This is an optimization exercise on Yosys and OpenROAD, whose aim is a short achievable clock period and few clock cycles, not a production implementation.
At most, simulation tests tie the RTL to the original design; equivalence was not proved.
Only the layout flow was run in runs 2 and 3; the RTL was not checked for function there.
Power and IR drop assume default switching activity.

[design/flow/run.sh]
#!/bin/bash
# synth_recipe.tcl (not shown) runs the flow's synth.tcl, then flattens the netlist and writes it again
# the make line also repeats each setting of config.mk as NAME=value (left out here)
make -C /OpenROAD-flow-scripts/flow DESIGN_CONFIG=/design/flow/config.mk WORK_HOME=/design/flow/orfs CLKGATE_MAP_FILE= SYNTH_SCRIPT=/design/flow/synth_recipe.tcl finish
[design/flow/config.mk]
export PLATFORM = sky130hd
export DESIGN_NAME = out_ctrl_top
export DESIGN_NICKNAME = out_ctrl_top
export VERILOG_FILES = /design/flow/design.v
export SDC_FILE = /design/flow/constraint.sdc
export NUM_CORES = 4
export LEC_CHECK = 0
export ABC_CLOCK_PERIOD_IN_PS = 1500
export CAP_MARGIN = 20
export CORE_MARGIN = 2
export CORE_UTILIZATION = 40
export SETUP_SLACK_MARGIN = 3.2
export SLEW_MARGIN = 20
[design/flow/constraint.sdc]
create_clock -name core_clock -period 5.0 [get_ports {aclk}]
set_input_delay 1.0000 -clock core_clock [delete_from_list [all_inputs] [get_ports {aclk}]]
set_output_delay 1.0000 -clock core_clock [all_outputs]
set_load 0.01 [all_outputs]
[design/flow/design.v]
`timescale 1ns/1ps
package out_ctrl_pkg;
    typedef logic [24-1:0] pixel_t;
    typedef logic [4*4*24-1:0] tile_t;
    typedef logic [4*24-1:0] tile_row_t;
    typedef logic [32-1:0] axi_word_t;
    typedef logic [31:0]           axi_addr_t;
    typedef logic [7:0] tile_cnt_t;
    typedef enum logic [2:0] {
        S_IDLE  = 3'd0,
        S_PASS  = 3'd1,
        S_STORE = 3'd2,
        S_WRITE = 3'd3,
        S_NEXT  = 3'd4
    } seq_state_t;
endpackage
`timescale 1ns/1ps
module out_ctrl_top (
    input  logic                     aclk,
    input  logic                     aresetn,
    input  logic                     start,
    input  logic [31:0]              dst_addr,
    input  logic [383:0]             result,
    input  logic                     result_valid,
    output logic                     busy,
    output logic                     finish_irq,
    output logic [31:0]              m_axi_awaddr,
    output logic                     m_axi_awvalid,
    input  logic                     m_axi_awready,
    output logic [7:0]               m_axi_awlen,
    output logic [31:0]              m_axi_wdata,
    output logic [3:0]               m_axi_wstrb,
    output logic                     m_axi_wlast,
    output logic                     m_axi_wvalid,
    input  logic                     m_axi_wready
);
    assign m_axi_awlen = 8'(3 - 1);
    assign m_axi_wstrb = 4'hF;
    logic         start_q;
    logic         nbusy;         
    logic         running;       
    logic         in_pass;       
    logic         in_store;      
    logic [3:0]   pass_cnt;
    logic [2:0]   tiles_in;
    logic         frame_start;
    logic         take;
    logic         take_tile;
    logic         fin_now;
    assign frame_start = start && !start_q && !running;
    assign busy        = !nbusy;
    assign take        = result_valid && nbusy;
    assign take_tile   = take && in_store;
    logic [383:0] slot;
    logic         slot_full;
    logic [3:0]   rw;            
    logic [11:0]  rw_oh;         
    logic [2:0]   tiles_out;     
    logic         wfin;          
    logic         ld;
    logic         slot_last;
    logic         w_hs;
    assign w_hs      = m_axi_wvalid && m_axi_wready;
    assign ld        = (!m_axi_wvalid || m_axi_wready) && (slot_full || take_tile);
    assign slot_last = (rw == 4'd11);
    logic         in_pass_n;
    logic         in_store_n;
    logic         slot_full_n;
    always_comb begin
        in_pass_n  = in_pass;
        in_store_n = in_store;
        if (frame_start) begin
            in_pass_n = 1'b1;
        end else if (in_pass && take && pass_cnt == 4'd15) begin
            in_pass_n  = 1'b0;
            in_store_n = 1'b1;
        end else if (take_tile && tiles_in == 3'd7) begin
            in_store_n = 1'b0;
        end
        slot_full_n = slot_full;
        if (take_tile) begin
            slot_full_n = 1'b1;
        end else if (ld && slot_last) begin
            slot_full_n = 1'b0;
        end
    end
    always_ff @(posedge aclk or negedge aresetn) begin
        if (!aresetn) begin
            start_q   <= 1'b0;
            running   <= 1'b0;
            in_pass   <= 1'b0;
            in_store  <= 1'b0;
            pass_cnt  <= '0;
            tiles_in  <= '0;
            nbusy     <= 1'b0;
            slot_full <= 1'b0;
            rw        <= '0;
            rw_oh     <= 12'd1;
            tiles_out <= '0;
        end else begin
            start_q  <= start;
            if (frame_start) begin
                running <= 1'b1;
            end else if (fin_now) begin
                running <= 1'b0;
            end
            in_pass  <= in_pass_n;
            in_store <= in_store_n;
            nbusy    <= in_pass_n || (in_store_n && !slot_full_n);
            if (frame_start) begin
                pass_cnt <= '0;
            end else if (in_pass && take) begin
                pass_cnt <= pass_cnt + 1'b1;
            end
            if (frame_start) begin
                tiles_in <= '0;
            end else if (take_tile) begin
                tiles_in <= tiles_in + 1'b1;
            end
            slot_full <= slot_full_n;
            if (ld && slot_full) begin
                rw    <= slot_last ? 4'd0 : rw + 1'b1;
                rw_oh <= {rw_oh[10:0], rw_oh[11]};
                if (slot_last) begin
                    tiles_out <= tiles_out + 1'b1;
                end
            end else if (ld) begin
                rw    <= 4'd1;
                rw_oh <= 12'd2;
            end
        end
    end
    always_ff @(posedge aclk) begin
        if (!slot_full) begin
            slot <= result;
        end
    end
    logic [31:0] slot_word;
    always_comb begin
        slot_word = '0;
        for (int k = 0; k < 12; k++) begin
            slot_word = slot_word | ({32{rw_oh[k]}} & slot[32*k +: 32]);
        end
    end
    always_ff @(posedge aclk or negedge aresetn) begin
        if (!aresetn) begin
            m_axi_wvalid <= 1'b0;
            m_axi_wlast  <= 1'b0;
            wfin         <= 1'b0;
        end else begin
            if (ld) begin
                m_axi_wvalid <= 1'b1;
                m_axi_wlast  <= slot_full && (rw == 4'd2 || rw == 4'd5 || rw == 4'd8 || rw == 4'd11);
                wfin         <= slot_full && slot_last && (tiles_out == 3'd7);
            end else if (w_hs) begin
                m_axi_wvalid <= 1'b0;
            end
        end
    end
    always_ff @(posedge aclk or negedge aresetn) begin
        if (!aresetn) begin
            m_axi_wdata <= '0;
        end else if (ld) begin
            m_axi_wdata <= slot_full ? slot_word : result[31:0];
        end
    end
    logic [31:0] base;
    logic [22:0] base_hi_p1;
    logic        fs_q;
    logic        aw_act;
    logic [4:0]  aw_idx;
    logic        s1_v;
    logic        s1_fin;
    logic [6:0]  s1_off;
    logic        s2_v;
    logic        s2_fin;
    logic [7:0]  s2_lo;
    logic        aw_fin;
    logic        ld_aw;
    logic        ld_s1;
    logic        ld_s2;
    logic [6:0]  aw_off4;
    always_ff @(posedge aclk) begin
        if (frame_start) begin
            base <= dst_addr;
        end
        base_hi_p1 <= base[31:9] + 1'b1;
    end
    always_comb begin
        case (aw_idx[1:0])
            2'd0: aw_off4 = 7'd0;
            2'd1: aw_off4 = 7'd12;
            2'd2: aw_off4 = 7'd24;
            default: aw_off4 = 7'd36;
        endcase
        aw_off4 = aw_off4 + (aw_idx[4] ? 7'd48 : 7'd0) + 7'(aw_idx[3:2] * 3);
    end
    assign ld_aw = s2_v && (!m_axi_awvalid || m_axi_awready);
    assign ld_s2 = s1_v && (!s2_v || ld_aw);
    assign ld_s1 = aw_act && (!s1_v || ld_s2);
    always_ff @(posedge aclk or negedge aresetn) begin
        if (!aresetn) begin
            fs_q          <= 1'b0;
            aw_act        <= 1'b0;
            aw_idx        <= '0;
            s1_v          <= 1'b0;
            s1_fin        <= 1'b0;
            s1_off        <= '0;
            s2_v          <= 1'b0;
            s2_fin        <= 1'b0;
            s2_lo         <= '0;
            aw_fin        <= 1'b0;
            m_axi_awvalid <= 1'b0;
            m_axi_awaddr  <= '0;
        end else begin
            fs_q <= frame_start;
            if (fs_q) begin
                aw_act <= 1'b1;
            end else if (ld_s1 && aw_idx == 5'd31) begin
                aw_act <= 1'b0;
            end
            if (ld_s1) begin
                aw_idx <= aw_idx + 1'b1;
                s1_v   <= 1'b1;
                s1_fin <= (aw_idx == 5'd31);
                s1_off <= aw_off4;
            end else if (ld_s2) begin
                s1_v   <= 1'b0;
            end
            if (ld_s2) begin
                s2_v   <= 1'b1;
                s2_fin <= s1_fin;
                s2_lo  <= {1'b0, base[8:2]} + {1'b0, s1_off};
            end else if (ld_aw) begin
                s2_v   <= 1'b0;
            end
            if (ld_aw) begin
                aw_fin        <= s2_fin;
                m_axi_awvalid <= 1'b1;
                m_axi_awaddr  <= {s2_lo[7] ? base_hi_p1 : base[31:9], s2_lo[6:0], base[1:0]};
            end else if (m_axi_awready) begin
                m_axi_awvalid <= 1'b0;
            end
        end
    end
    logic       aw_done;
    logic       w_done;
    logic       aw_fin_hs;
    logic       w_fin_hs;
    logic [1:0] irq_cnt;
    assign aw_fin_hs = m_axi_awvalid && m_axi_awready && aw_fin;
    assign w_fin_hs  = w_hs && wfin;
    assign fin_now   = (aw_done || aw_fin_hs) && (w_done || w_fin_hs);
    always_ff @(posedge aclk or negedge aresetn) begin
        if (!aresetn) begin
            aw_done    <= 1'b0;
            w_done     <= 1'b0;
            finish_irq <= 1'b0;
            irq_cnt    <= '0;
        end else begin
            if (fin_now) begin
                aw_done <= 1'b0;
                w_done  <= 1'b0;
            end else begin
                if (aw_fin_hs) aw_done <= 1'b1;
                if (w_fin_hs)  w_done  <= 1'b1;
            end
            if (fin_now) begin
                finish_irq <= 1'b1;
                irq_cnt    <= 2'd3;
            end else if (finish_irq) begin
                if (irq_cnt == 2'd0) begin
                    finish_irq <= 1'b0;
                end else begin
                    irq_cnt <= irq_cnt - 1'b1;
                end
            end
        end
    end
endmodule
==> flow_summary.toml, run 1 <==
[synth]
syn_avg_cell_area_um2 = 15.5
ys_ff_latch = 571
synth-edff-count = 416
yosysSeqAreaShare = 0.758
netlist-cell-type-count = 55
yosysWarningCount = 1
async_flop_share = 0.231
syn_area_mm2 = 0.0214
synth_cells = 1380
ys.flop_type = "edfxtp_1"

[sta]
max_slew_margin = 0.414
maxSlewViolCount = 0
period_minus_slack_ns = 2.17
finClkSkew_ns = 0.0149
rsz0062_at_grt = "yes"
min_period_over_period = 0.433
setup_viol = 0
setup_slack_ns = 2.83
clock.fmax_mhz = 462
hold_viol_final = 0
worstMarginPinSlew_ns = 0.879
whs_ns = 0.451

[status]
status = "timing/DRC/antenna clean"

[clock_tree]
cts_tree = "yes"
clk_path_buf_depth = 3
clk_latency_ns = 0.61
numCtsBuffers = 58
cts_root_buf = "clkbuf_16"
clk_pin_slew_ns = 0.06
clock_sinks = 571
htree_num_levels = 2

[die]
num_rows = 84
dieArea_mm2 = 0.0555
die_w_um = 235
io_pins = 503
die_h_um = 235
core_region_area_mm2 = 0.0528
start_util = 0.406

[route]
drc = 0
post_drt_wl_per_cell_um = 26.1
ant_nets = 0
first_iter_violations = 1271
viasPerCell = 5.32
vias = 14400
postRouteWirelength_mm = 70.8
firstDrtPassIters = 6

[cells_and_area]
fill_cells = 4260
syn2layout_area_growth_pct = 41.2
nets = 2413
regArea_mm2 = 0.0163
final_core_util = 0.574
drive_above_1_share = 0.168
multi_input_area_mm2 = 0.00495
stdcell_area_mm2 = 0.0303

[global_route]
grt_pass1_wl_mm = 98.5
grt_pass1_vias = 14900
antenna_found_initial = 29
track_usage = 0.244
grt_start_max_net_pins = 107
grt.overflow.total = 0

[power_and_ir_drop]
p_clk_frac = 0.248
switching_share = 0.326
cellPowerDensity_mw_per_mm2 = 574
leakage_nw = 11.3
ir_worst_vdd_mv = 0.349
power_frac_comb = 0.312
internal_power_w = 0.0117
finalPower_w = 0.0174
seqPwrFrac = 0.440
netSwitchingPower_w = 0.00567

[hold_path]
holdPathEnd = "aw_act$_DFFE_PN0P_"
hold_depth = 1
hold_path_startpoint = "fs_q$_DFF_PN0_"
holdCritPathClass = "reg2reg"

[worst_setup_path]
required_ns = 4.00
crit_type = "reg2out"
worst_ep_arrival_time_ns = 1.17
crit-reg2reg-launch = "aw_idx[0]$_DFFE_PN0P_"
timing.rr.end = "s1_off[4]$_DFFE_PN0P_"
r2r_slack_ns = 2.88
cp_top_family = "flip-flops"
worstPathCellList = "buf_6"
critPathBufInv = 1
critPathLaunch = "m_axi_wdata[21]$_DFFE_PN0P_"
cp.depth = 1
rr_worst_depth = 8
critical_path.max_fanout = 2
slowest_stage = "dfrtp_1"
max_stage_delay_ns = 0.40
worstSetupEndpointType = "output pin"
worstSetupStartpointType = "register"

[placement]
place.gp.congestion = 0.843
dp_hpwl_mm = 44.2
port_buffers = 490
dpl_cell_area_mm2 = 0.0271
dp_worst_setup_slack_ns = 1.95

[job]
cap_violations = 0
[worst max-delay path by stage]
stage / endpoint / slack [ns]
6_report: m_axi_wdata[21] / 2.83
2_1_floorplan: slot[0]$_DFFE_PN_ / -1.79
3_3_place_gp: base[17]$_DFFE_PP_ / 1.99
4_1_cts: busy / 2.78
5_1_grt: busy / 2.78
3_5_place_dp: m_axi_wdata[17]$_DFFE_PN0P_ / 1.95
[layout make-up]
type,instances,share of cell area
diodes,21,0.00174
clock buffers,72,0.0528
repair buffers,598,0.202
inverters,22,0.00285
flip-flops and latches,571,0.539
clock inverters,37,0.0100
multi-input cells,707,0.164
well taps,688,0.0284
[sequential cells by signal (all words and copies together), names as in the netlist, 2 cells and up]
register and cells:
slot 384, base 32, m_axi_awaddr 32, m_axi_wdata 32, base_hi_p1 23, rw_oh 12, s2_lo 8, s1_off 7
aw_idx 5, pass_cnt 4, rw 4, tiles_in 3, tiles_out 3, irq_cnt 2
[routing by layer]
metal	share of wire	track usage	up-vias	wire, um
met5	0.0019	0	-	133
met4	0.023	0.0739	18	1650
met3	0.084	0.0735	114	5960
met2	0.50	0.418	545	35600
met1	0.39	0.297	7242	27400
li1	-	-	6524	-
[power groups by stage]
| stage | Clock, W | Combinational [W] | Sequential (W) |
|---|---|---|---|
| 6_report | 0.00430 | 0.00541 | 0.00764 |
| 5_1_grt | 0.00458 | 0.00583 | 0.00776 |
| 4_1_cts | 0.00440 | 0.00491 | 0.00779 |
| 3_5_place_dp | 0 | 0.00421 | 0.00791 |
| 3_3_place_gp | 0 | 0.00413 | 0.00787 |
| 2_1_floorplan | 0 | 0.00256 | 0.00762 |
[per-stage QoR]
stage,std cells,TNS [ns]
final,2716,0
after global routing,2707,0
after global placement,2489,0
after CTS,2654,0
after floorplan,1390,-685.52
after detailed placement,2489,0
[cell families after synthesis]
kind of cell               after synthesis  share of synthesized area
xor gates and xnor gates                35                     0.0143
adders and majority gates               33                     0.0200
AOI/OAI and AO/OA                      312                      0.103
other                                    2                   0.000350
buffers and inverters                  114                     0.0238
muxes                                   38                     0.0184
and+or+nand+nor                        275                     0.0621
DFF                                    571                      0.758
[placed cells by master (no fill, tap or decap), types with 14 or more instances in the layout]
cell / Yosys / layout
clkdlybuf4s50_1: 0 / 417
edfxtp_1: 416 / 416
nand2_1: 131 / 128
a22oi_1: 128 / 126
dfrtp_1: 131 / 118
buf_4: 12 / 76
clkbuf_16: 0 / 61
o21ai_0: 69 / 59
buf_6: 0 / 48
nand3_1: 45 / 45
nand4_1: 43 / 43
a222oi_1: 32 / 32
o22ai_1: 33 / 32
mux2i_1: 26 / 26
buf_2: 30 / 26
xnor2_1: 23 / 23
nor2_1: 23 / 23
dfxtp_1: 23 / 23
diode_2: 0 / 21
ha_1: 31 / 21
inv_1: 22 / 19
clkinv_2: 0 / 17
buf_12: 0 / 14
[cells in the mapped netlist (2+ instances only)]
cell      count  area, um^2
a211oi_1      5        37.5
a21o_1        7        52.6
a21oi_1       6        30.0
a222oi_1     32         320
a22o_1       11        96.3
a22oi_1     128         961
a31oi_1       2        12.5
and2_1        7        43.8
and3_1        6        37.5
buf_2        30         150
buf_4        12        90.1
clkbuf_1     50         188
conb_1        2        7.51
dfrtp_1     131        3280
dfxtp_1      23         460
edfxtp_1    416       12500
fa_1          2        40.0
ha_1         31         388
inv_1        22        82.6
mux2_2       12         135
mux2i_1      26         260
nand2_1     131         492
nand2b_1      7        43.8
nand3_1      45         225
nand4_1      43         269
nor2_1       23        86.3
nor3b_1       2        15.0
o21a_1        3        22.5
o21ai_0      69         345
o21ai_1       6        30.0
o22ai_1      33         206
xnor2_1      23         201
xor2_1       12         105
[repair_timing]
action	in CTS	in global routing
resized for setup	393	34
pin swaps	13	7
endpoints found under the setup margin	589	354
buffers inserted	45	40
gates cloned	11	1
hold buffers	0	0
Testbench counts, summed over its fixed seeds: cycles 24,592.
==> run 2, diff against run 1 <==
--- a/design/flow/design.v
+++ b/design/flow/design.v
@@ -55,5 +55,4 @@
     logic         slot_full;
     logic [3:0]   rw;            
-    logic [11:0]  rw_oh;         
     logic [2:0]   tiles_out;     
     logic         wfin;          
@@ -96,5 +95,4 @@
             slot_full <= 1'b0;
             rw        <= '0;
-            rw_oh     <= 12'd1;
             tiles_out <= '0;
         end else begin
@@ -120,12 +118,10 @@
             slot_full <= slot_full_n;
             if (ld && slot_full) begin
-                rw    <= slot_last ? 4'd0 : rw + 1'b1;
-                rw_oh <= {rw_oh[10:0], rw_oh[11]};
+                rw <= slot_last ? 4'd0 : rw + 1'b1;
                 if (slot_last) begin
                     tiles_out <= tiles_out + 1'b1;
                 end
             end else if (ld) begin
-                rw    <= 4'd1;
-                rw_oh <= 12'd2;
+                rw <= 4'd1;
             end
         end
@@ -138,7 +134,7 @@
     logic [31:0] slot_word;
     always_comb begin
-        slot_word = '0;
+        slot_word = slot[31:0];
         for (int k = 0; k < 12; k++) begin
-            slot_word = slot_word | ({32{rw_oh[k]}} & slot[32*k +: 32]);
+            if (rw == 4'(k)) slot_word = slot[32*k +: 32];
         end
     end
@@ -172,12 +168,8 @@
     logic        s1_v;
     logic        s1_fin;
-    logic [6:0]  s1_off;
-    logic        s2_v;
-    logic        s2_fin;
-    logic [7:0]  s2_lo;
+    logic [7:0]  s1_lo;
     logic        aw_fin;
     logic        ld_aw;
     logic        ld_s1;
-    logic        ld_s2;
     logic [6:0]  aw_off4;
     always_ff @(posedge aclk) begin
@@ -188,15 +180,8 @@
     end
     always_comb begin
-        case (aw_idx[1:0])
-            2'd0: aw_off4 = 7'd0;
-            2'd1: aw_off4 = 7'd12;
-            2'd2: aw_off4 = 7'd24;
-            default: aw_off4 = 7'd36;
-        endcase
-        aw_off4 = aw_off4 + (aw_idx[4] ? 7'd48 : 7'd0) + 7'(aw_idx[3:2] * 3);
-    end
-    assign ld_aw = s2_v && (!m_axi_awvalid || m_axi_awready);
-    assign ld_s2 = s1_v && (!s2_v || ld_aw);
-    assign ld_s1 = aw_act && (!s1_v || ld_s2);
+        aw_off4 = 7'(aw_idx[4] * 48 + aw_idx[1:0] * 12 + aw_idx[3:2] * 3);
+    end
+    assign ld_aw = s1_v && (!m_axi_awvalid || m_axi_awready);
+    assign ld_s1 = aw_act && (!s1_v || ld_aw);
     always_ff @(posedge aclk or negedge aresetn) begin
         if (!aresetn) begin
@@ -206,8 +191,5 @@
             s1_v          <= 1'b0;
             s1_fin        <= 1'b0;
-            s1_off        <= '0;
-            s2_v          <= 1'b0;
-            s2_fin        <= 1'b0;
-            s2_lo         <= '0;
+            s1_lo         <= '0;
             aw_fin        <= 1'b0;
             m_axi_awvalid <= 1'b0;
@@ -224,19 +206,12 @@
                 s1_v   <= 1'b1;
                 s1_fin <= (aw_idx == 5'd31);
-                s1_off <= aw_off4;
-            end else if (ld_s2) begin
+                s1_lo  <= {1'b0, base[8:2]} + {1'b0, aw_off4};
+            end else if (ld_aw) begin
                 s1_v   <= 1'b0;
             end
-            if (ld_s2) begin
-                s2_v   <= 1'b1;
-                s2_fin <= s1_fin;
-                s2_lo  <= {1'b0, base[8:2]} + {1'b0, s1_off};
-            end else if (ld_aw) begin
-                s2_v   <= 1'b0;
-            end
             if (ld_aw) begin
-                aw_fin        <= s2_fin;
+                aw_fin        <= s1_fin;
                 m_axi_awvalid <= 1'b1;
-                m_axi_awaddr  <= {s2_lo[7] ? base_hi_p1 : base[31:9], s2_lo[6:0], base[1:0]};
+                m_axi_awaddr  <= {s1_lo[7] ? base_hi_p1 : base[31:9], s1_lo[6:0], base[1:0]};
             end else if (m_axi_awready) begin
                 m_axi_awvalid <= 1'b0;
==> run 2 against run 1 <==
  * Worst setup slack lost 0.43 ns
  * Critical path depth grew 8
  * Core utilization grew 4.0 points
  * Largest cell class unchanged
==> flow_summary.toml, run 2 <==
[worst_setup_path]
worst_path_most_repeated_cell = "ha_4"
worstSetupStartpointType = "register"
critical_path.max_fanout = 4
worstPathCellList = "inv_2 -> ha_4 -> inv_2 -> ha_4 -> ha_4 -> fa_2 -> ha_4 -> o211a_1 -> o41a_1"
max_stage_delay_ns = 0.54
worst_ep_arrival_time_ns = 3.09
rr_worst_depth = 9
worstSetupEndpointType = "register"
required_ns = 5.50
crit_type = "reg2reg"
slowest_stage = "fa_2"

[global_route]
grt_pass1_wl_mm = 125
track_usage = 0.289
grt.overflow.total = 0
grt_pass1_vias = 18700
grt_start_max_net_pins = 91
antenna_found_initial = 23

[sta]
min_period_over_period = 0.519
setup_viol = 0
clock.fmax_mhz = 385
hold_viol_final = 0
worstMarginPinSlew_ns = 0.896
tns_ns = 0
maxSlewViolCount = 0
finClkSkew_ns = 0.0325
max_slew_margin = 0.403
rsz0062_at_grt = "yes"
period_minus_slack_ns = 2.59

[clock_tree]
clock_sinks = 550
clk_latency_ns = 0.65
holdBufCountCts = 0
clk_pin_slew_ns = 0.06
htree_num_levels = 2
clk_path_buf_depth = 3
numCtsBuffers = 59
cts_root_buf = "clkbuf_16"
cts_tree = "yes"

[placement]
dpl_cell_area_mm2 = 0.0288
dp_hpwl_mm = 54.2
port_buffers = 490
dp.cells = 2829
place.gp.congestion = 0.897

[cells_and_area]
stdcell_area_mm2 = 0.0348
largest_reg_flops = 384
fill_cells = 4280
final_common_cell = "clkdlybuf4s50_1"
syn2layout_area_growth_pct = 50.9
nets = 2817
drive_above_1_share = 0.281
top_register = "slot"
layout.cells.most_common_list = "clkdlybuf4s50_1 (418), edfxtp_1 (416), buf_4 (126)"
fin_cells = 3190

[synth]
synth_cells = 1686
syn_avg_cell_area_um2 = 13.7
yosysTopAreaCell = "edfxtp_1"
ys.flop_type = "edfxtp_1"
synth_area_leaders = "edfxtp_1 (54%), dfrtp_1 (12%), a21oi_1 (2.3%), dfxtp_1 (2.0%), o22ai_1 (1.9%)"
synth_most_common_cell = "edfxtp_1"
ys_ff_latch = 550
ys_top_cells_by_count = "edfxtp_1 (416), dfrtp_1 (111), a21oi_1 (108)"
yosysWarningCount = 1
yosysSeqAreaShare = 0.682
syn_area_mm2 = 0.0231
netlist-cell-type-count = 78
synth_top_area_frac = 0.542
async_flop_share = 0.202
synth-edff-count = 416

[route]
drc = 0
vias = 18700
postRouteWirelength_mm = 90.0
post_drt_wl_per_cell_um = 28.2
first_iter_violations = 2473
ant_nets = 0
firstDrtPassIters = 10
viasPerCell = 5.86

[power_and_ir_drop]
p_clk_frac = 0.192
seqPwrFrac = 0.320
ir_worst_vdd_mv = 0.442
netSwitchingPower_w = 0.00877
leakage_nw = 12.9
cellPowerDensity_mw_per_mm2 = 664
power_frac_comb = 0.488
internal_power_w = 0.0143
switching_share = 0.379

[die]
die_w_um = 244
io_pins = 503
num_rows = 87
die_h_um = 244
core_region_area_mm2 = 0.0567
start_util = 0.407
dieArea_mm2 = 0.0596

[job]
cap_violations = 0

[hold_path]
holdCritPathClass = "in2async"

[status]
status = "timing/DRC/antenna clean"
-- run 2: changes by cell type after synthesis, moves of 38 or more --
cell / delta
nand2_1: -44
a21oi_1: +102
o22ai_1: +38
nor2_1: +54
a22oi_1: -103
-- run 2: routing by layer --
layer | vias to the layer above | GRT usage | part of all wire
li1 | 7940 | - | -
met1 | 9217 | 0.367 | 0.37
met2 | 1274 | 0.475 | 0.49
met3 | 262 | 0.0618 | 0.096
met4 | 8 | 0.132 | 0.047
met5 | - | 0 | 0.00067
-- run 2: power groups by stage --
stage | combinational (W) | sequential [W] | clock (W)
after global placement | 0.00701 | 0.00739 | 0
final | 0.0113 | 0.00740 | 0.00443
after detailed placement | 0.00717 | 0.00740 | 0
after CTS | 0.00996 | 0.00733 | 0.00449
after floorplan | 0.00476 | 0.00721 | 0
after global routing | 0.0118 | 0.00750 | 0.00468
-- run 2: final timing paths --
| check | slack (ns) | startpoint | end |
|---|---|---|---|
| worst min register to register | 0.44 | fs_q$_DFF_PN0_ | aw_act$_DFFE_PN0P_ |
| max in group asynchronous | 3.48 | aresetn | rw[0]$_DFFE_PN0P_ |
| worst max register to register | 2.41 | aw_idx[0]$_DFFE_PN0P_ | s1_lo[7]$_DFFE_PN0P_ |
| min in group core_clock | 0.44 | fs_q$_DFF_PN0_ | aw_act$_DFFE_PN0P_ |
| worst max-delay path | 2.41 | aw_idx[0]$_DFFE_PN0P_ | s1_lo[7]$_DFFE_PN0P_ |
| worst min-delay path | 0.40 | aresetn | m_axi_awaddr[30]$_DFFE_PN0P_ |
-- run 2: critical path, delay by kind of cell, from the launching register on --
family | cells | cell delay (ns)
fa+ha+maj | 5 | 1.40
buf+inv | 2 | 0.11
flops | 1 | 0.42
compound gates | 2 | 0.54
-- run 2: repair_timing --
action,in CTS,in global routing
setup buffers,161,30
gates resized for setup,587,157
pin swaps,87,96
endpoints found under the setup margin,403,251
gates cloned,33,5
hold endpoints to repair,0,0
-- run 2: cell type report --
| cell class | instances | area (um^2) | area share |
|---|---|---|---|
| clock inverters | 34 | 313 | 0.00899 |
| clock buffers | 77 | 1650 | 0.0474 |
| repair buffers | 717 | 7480 | 0.215 |
| diodes | 21 | 52.6 | 0.00151 |
| inverters | 42 | 253 | 0.00726 |
| multi-input cells | 988 | 8290 | 0.238 |
| flip-flops and latches | 550 | 15800 | 0.453 |
| repair inverters | 5 | 51.3 | 0.00147 |
| well taps | 756 | 946 | 0.0272 |
-- run 2: per-stage QoR --
stage	power (W)	worst slack [ns]	hold slack (ns)	utilization
floorplan	0.0120	2.50	0.404	-
global placement	0.0144	1.75	0.411	0.508
global route	0.0239	2.32	0.436	0.613
CTS	0.0218	2.39	0.411	0.593
finish	0.0231	2.41	0.400	0.613
detailed placement	0.0146	1.58	0.424	0.508
-- run 2: kinds of logic after synthesis --
| family | after synthesis | synth area share |
|---|---|---|
| flops | 550 | 0.682 |
| other cells | 2 | 0.000326 |
| simple gates | 324 | 0.0726 |
| buf+inv | 174 | 0.0374 |
| xor+xnor | 35 | 0.0133 |
| mux | 40 | 0.0180 |
| compound gates | 529 | 0.158 |
| fa+ha+maj | 32 | 0.0180 |
==> run 3, diff against run 2 <==
--- a/design/flow/design.v
+++ b/design/flow/design.v
@@ -38,5 +38,4 @@
     assign m_axi_wstrb = 4'hF;
     logic         start_q;
-    logic         nbusy;         
     logic         running;       
     logic         in_pass;       
@@ -49,6 +48,5 @@
     logic         fin_now;
     assign frame_start = start && !start_q && !running;
-    assign busy        = !nbusy;
-    assign take        = result_valid && nbusy;
+    assign take        = result_valid && !busy;
     assign take_tile   = take && in_store;
     logic [383:0] slot;
@@ -92,5 +90,5 @@
             pass_cnt  <= '0;
             tiles_in  <= '0;
-            nbusy     <= 1'b0;
+            busy      <= 1'b1;
             slot_full <= 1'b0;
             rw        <= '0;
@@ -105,5 +103,5 @@
             in_pass  <= in_pass_n;
             in_store <= in_store_n;
-            nbusy    <= in_pass_n || (in_store_n && !slot_full_n);
+            busy     <= !(in_pass_n || (in_store_n && !slot_full_n));
             if (frame_start) begin
                 pass_cnt <= '0;
@@ -154,8 +152,6 @@
         end
     end
-    always_ff @(posedge aclk or negedge aresetn) begin
-        if (!aresetn) begin
-            m_axi_wdata <= '0;
-        end else if (ld) begin
+    always_ff @(posedge aclk) begin
+        if (ld) begin
             m_axi_wdata <= slot_full ? slot_word : result[31:0];
         end
@@ -166,11 +162,8 @@
     logic        aw_act;
     logic [4:0]  aw_idx;
-    logic        s1_v;
-    logic        s1_fin;
-    logic [7:0]  s1_lo;
     logic        aw_fin;
     logic        ld_aw;
-    logic        ld_s1;
-    logic [6:0]  aw_off4;
+    logic [8:0]  aw_off;
+    logic [9:0]  aw_lo;
     always_ff @(posedge aclk) begin
         if (frame_start) begin
@@ -180,8 +173,8 @@
     end
     always_comb begin
-        aw_off4 = 7'(aw_idx[4] * 48 + aw_idx[1:0] * 12 + aw_idx[3:2] * 3);
-    end
-    assign ld_aw = s1_v && (!m_axi_awvalid || m_axi_awready);
-    assign ld_s1 = aw_act && (!s1_v || ld_aw);
+        aw_off = 9'(aw_idx[4] * 192 + aw_idx[1:0] * 48 + aw_idx[3:2] * 12);
+    end
+    assign aw_lo = {1'b0, base[8:0]} + {1'b0, aw_off};
+    assign ld_aw = aw_act && (!m_axi_awvalid || m_axi_awready);
     always_ff @(posedge aclk or negedge aresetn) begin
         if (!aresetn) begin
@@ -189,32 +182,25 @@
             aw_act        <= 1'b0;
             aw_idx        <= '0;
-            s1_v          <= 1'b0;
-            s1_fin        <= 1'b0;
-            s1_lo         <= '0;
             aw_fin        <= 1'b0;
             m_axi_awvalid <= 1'b0;
-            m_axi_awaddr  <= '0;
         end else begin
             fs_q <= frame_start;
             if (fs_q) begin
                 aw_act <= 1'b1;
-            end else if (ld_s1 && aw_idx == 5'd31) begin
+            end else if (ld_aw && aw_idx == 5'd31) begin
                 aw_act <= 1'b0;
             end
-            if (ld_s1) begin
-                aw_idx <= aw_idx + 1'b1;
-                s1_v   <= 1'b1;
-                s1_fin <= (aw_idx == 5'd31);
-                s1_lo  <= {1'b0, base[8:2]} + {1'b0, aw_off4};
-            end else if (ld_aw) begin
-                s1_v   <= 1'b0;
-            end
             if (ld_aw) begin
-                aw_fin        <= s1_fin;
+                aw_idx        <= aw_idx + 1'b1;
+                aw_fin        <= (aw_idx == 5'd31);
                 m_axi_awvalid <= 1'b1;
-                m_axi_awaddr  <= {s1_lo[7] ? base_hi_p1 : base[31:9], s1_lo[6:0], base[1:0]};
             end else if (m_axi_awready) begin
                 m_axi_awvalid <= 1'b0;
             end
+        end
+    end
+    always_ff @(posedge aclk) begin
+        if (ld_aw) begin
+            m_axi_awaddr <= {aw_lo[9] ? base_hi_p1 : base[31:9], aw_lo[8:0]};
         end
     end
--- a/design/flow/config.mk
+++ b/design/flow/config.mk
@@ -6,8 +6,8 @@
 export NUM_CORES = 4
 export LEC_CHECK = 0
-export ABC_CLOCK_PERIOD_IN_PS = 1500
+export ABC_CLOCK_PERIOD_IN_PS = 1800
 export CAP_MARGIN = 20
 export CORE_MARGIN = 2
 export CORE_UTILIZATION = 40
-export SETUP_SLACK_MARGIN = 3.2
+export SETUP_SLACK_MARGIN = 3.0
 export SLEW_MARGIN = 20
==> run 3 against run 2 <==
  * Global-route usage rose by 0.94 points
  * Clock skew fell by 0.021 ns
  * Total power fell by 1.5%
  * Largest cell class unchanged
  * Synthesized cell count fell by 10%
  * Routed wire length fell by 2.4%
  * Register-to-register slack got worse by 0.34 ns
  * Worst setup slack got worse by 0.34 ns
  * Maximum frequency fell by 12%
==> flow_summary.toml, run 3 <==
[status]
status = "timing/DRC/antenna clean"

[placement]
dp_worst_setup_slack_ns = 1.43
port_buffers = 490
dp.cells = 2668
place.gp.congestion = 0.853
dpl_cell_area_mm2 = 0.0280
dp_hpwl_mm = 48.2

[hold_path]
holdPathEnd = "m_axi_awaddr[1]$_DFFE_PP_"
hold_path_startpoint = "base[1]$_DFFE_PP_"
hold_depth = 0
holdCritPathClass = "reg2reg"

[synth]
synth-edff-count = 480
ys.flop_type = "edfxtp_1"
yosysSeqAreaShare = 0.711
ys_ff_latch = 540
syn_avg_cell_area_um2 = 14.6
synth_cells = 1517
async_flop_share = 0.0685
syn_area_mm2 = 0.0222
yosysWarningCount = 1
ys_top_cells_by_count = "edfxtp_1 (480), o22ai_1 (88), o21ai_0 (81)"
synth_most_common_cell = "edfxtp_1"
synth_area_leaders = "edfxtp_1 (65%), dfrtp_1 (4.1%), o22ai_1 (2.5%), a221oi_1 (2.2%), dfxtp_1 (2.1%)"
yosysTopAreaCell = "edfxtp_1"
netlist-cell-type-count = 71
synth_top_area_frac = 0.649

[sta]
worstMarginPinSlew_ns = 1.08
maxSlewViolCount = 0
whs_ns = 0.424
setup_slack_ns = 2.07
hold_viol_final = 0
finClkSkew_ns = 0.0118
tns_ns = 0
min_period_over_period = 0.586
rsz0062_at_grt = "yes"
max_slew_margin = 0.281
setup_viol = 0
period_minus_slack_ns = 2.93
clock.fmax_mhz = 341

[route]
post_drt_wl_per_cell_um = 29.3
postRouteWirelength_mm = 87.8
ant_nets = 0
viasPerCell = 5.80
first_iter_violations = 2190
vias = 17400
firstDrtPassIters = 6
drc = 0

[job]
cap_violations = 0

[clock_tree]
clock_sinks = 540
numCtsBuffers = 57
holdBufCountCts = 0
cts_root_buf = "clkbuf_16"
clk_pin_slew_ns = 0.06
htree_num_levels = 2
cts_tree = "yes"
clk_latency_ns = 0.62
clk_path_buf_depth = 3

[die]
num_rows = 86
core_region_area_mm2 = 0.0550
start_util = 0.404
dieArea_mm2 = 0.0575
io_pins = 503
die_h_um = 240
die_w_um = 240

[global_route]
grt_pass1_vias = 17600
track_usage = 0.298
grt_pass1_wl_mm = 121
grt.overflow.total = 0
antenna_found_initial = 18
grt_start_max_net_pins = 112

[worst_setup_path]
slowest_stage = "dfrtp_1"
rr_worst_depth = 11
required_ns = 5.36
critical_path.max_fanout = 6
worst_ep_arrival_time_ns = 3.29
crit-reg2reg-launch = "aw_idx[1]$_DFFE_PN0P_"
worstSetupEndpointType = "register"
cp_top_family = "adder cells"
max_stage_delay_ns = 0.41
timing.rr.end = "m_axi_awaddr[15]$_DFFE_PP_"
crit_type = "reg2reg"
worstPathCellList = "ha_4 -> inv_4 -> fa_2 -> a21o_1 -> a21o_1 -> ha_4 -> o21ai_4 -> a21oi_2 -> buf_6 -> nand2_8 -> mux2_4"
critPathBufInv = 2
worstSetupStartpointType = "register"
r2r_slack_ns = 2.07

[cells_and_area]
nets = 2638
top_register = "slot"
final_common_cell = "edfxtp_1"
drive_above_1_share = 0.264
stdcell_area_mm2 = 0.0337
layout.cells.most_common_list = "edfxtp_1 (480), clkdlybuf4s50_1 (419), buf_4 (88)"
largest_reg_flops = 384
fin_cells = 2995
syn2layout_area_growth_pct = 51.6

[power_and_ir_drop]
switching_share = 0.369
power_frac_comb = 0.485
p_clk_frac = 0.188
internal_power_w = 0.0144
cellPowerDensity_mw_per_mm2 = 676
seqPwrFrac = 0.327
netSwitchingPower_w = 0.00841
leakage_nw = 12.2
ir_worst_vdd_mv = 0.430
## run 3: changes by cell type in the layout (fill, tap and decap cells not counted), moves of 24 or more
cell      change
buf_2        +24
a21oi_1      -49
buf_6        -27
a221oi_1     +40
edfxtp_1     +64
dfrtp_1      -68
buf_4        -38
## run 3: kinds of logic (layout without fill, tap and decap cells)
logic type,count (synthesis),after routing,synth area share
adder cells (fa/ha/maj),30,30,0.0176
XOR/XNOR,37,37,0.0146
other,2,27,0.000338
AO/OA/AOI/OAI,455,455,0.145
AND/OR/NAND/NOR,280,297,0.0657
buffers and inverters,139,827,0.0288
multiplexers,34,34,0.0167
flip-flops,540,540,0.711
## run 3: worst register-to-register path: cells and delay by family, from the launching register on
family,cells,cell delay (ns)
buf+inv,2,0.22
compound gates,4,0.64
fa+ha+maj,3,0.97
mux,1,0.35
simple gates,1,0.10
flops,1,0.41
## run 3: timing repair
item,CTS,global route
setup endpoints to repair,375,167
setup buffers,134,36
endpoints found under the hold margin,0,0
cloned,34,3
pin swaps,108,69
resized for setup,594,94
## run 3: layout make-up
cell class,count,area [um^2]
fillers,4179,21300
flip-flops and latches,540,15800
multi-input cells,865,7430
repair buffers,694,7410
clock buffers,77,1600
well taps,748,936
clock inverters,28,277
inverters,25,155
diodes,15,37.5
repair inverters,3,25.0
## run 3: stage by stage
stage,utilization,power (W)
after floorplan,-,0.0117
after CTS,0.597,0.0218
after global routing,0.613,0.0236
after detailed placement,0.509,0.0143
final,0.613,0.0228
after global placement,0.508,0.0141
## run 3: worst max path at each step
stage | start | end | slack [ns] | depth (start not counted)
5_1_grt | aw_idx[0]$_DFFE_PN0P_ | m_axi_awaddr[15]$_DFFE_PP_ | 1.99 | 14
3_5_place_dp | rw[1]$_DFFE_PN0P_ | m_axi_wdata[14]$_DFFE_PP_ | 1.43 | 7
4_1_cts | aw_idx[2]$_DFFE_PN0P_ | m_axi_awaddr[17]$_DFFE_PP_ | 2.09 | 12
6_report | aw_idx[1]$_DFFE_PN0P_ | m_axi_awaddr[15]$_DFFE_PP_ | 2.07 | 11
2_1_floorplan | aw_idx[2]$_DFFE_PN0P_ | m_axi_awaddr[11]$_DFFE_PP_ | 2.17 | 11
3_3_place_gp | rw[1]$_DFFE_PN0P_ | m_axi_wdata[14]$_DFFE_PP_ | 1.53 | 7
## run 3: per-layer routing
metal | share of wire | track usage | wire length, um | up-vias
met1 | 0.38 | 0.383 | 33200 | 8680
met4 | 0.040 | 0.127 | 3520 | 8
met5 | 0.00056 | 0 | 49 | -
li1 | - | - | - | 7410
met3 | 0.092 | 0.0592 | 8070 | 227
met2 | 0.49 | 0.494 | 43000 | 1050
## run 3: power by group through the flow
stage,sequential [W],clock (W),combinational [W]
final,0.00745,0.00429,0.0110
after global placement,0.00748,0,0.00665
after detailed placement,0.00749,0,0.00679
after floorplan,0.00738,0,0.00428
after global routing,0.00754,0.00452,0.0115
after CTS,0.00740,0.00434,0.0101

==> static timing again, ports no longer ideal <==
No port has a modelled driver above. Below, the same layouts with a new extraction and two added sets of constraints.
Step 1: set_driving_cell puts a clkbuf_16 on aclk and a buf_2 on each other input, an assumption about the parent block.
Step 2 times the ports against the registers' clock, not the clock port: input delays grow and output delays shrink by t, the midpoint of the rising clock arrivals with the driver on.
Three values: no drivers, after step 1, after step 2; two values: the first two.
run	t (ns)	setup slack, ns	pins driven straight from the clock port
run 1	0.667	2.834 / 2.773 / 2.477	1
run 2	0.693	2.406 / 2.406 / 2.253	1
run 3	0.673	2.068 / 2.068 / 2.068	1
After both steps setup and hold are still met in every run listed. For run 1, which loses most, drivers alone change the setup slack by -0.061 ns; drivers and shift together by -0.357 ns.
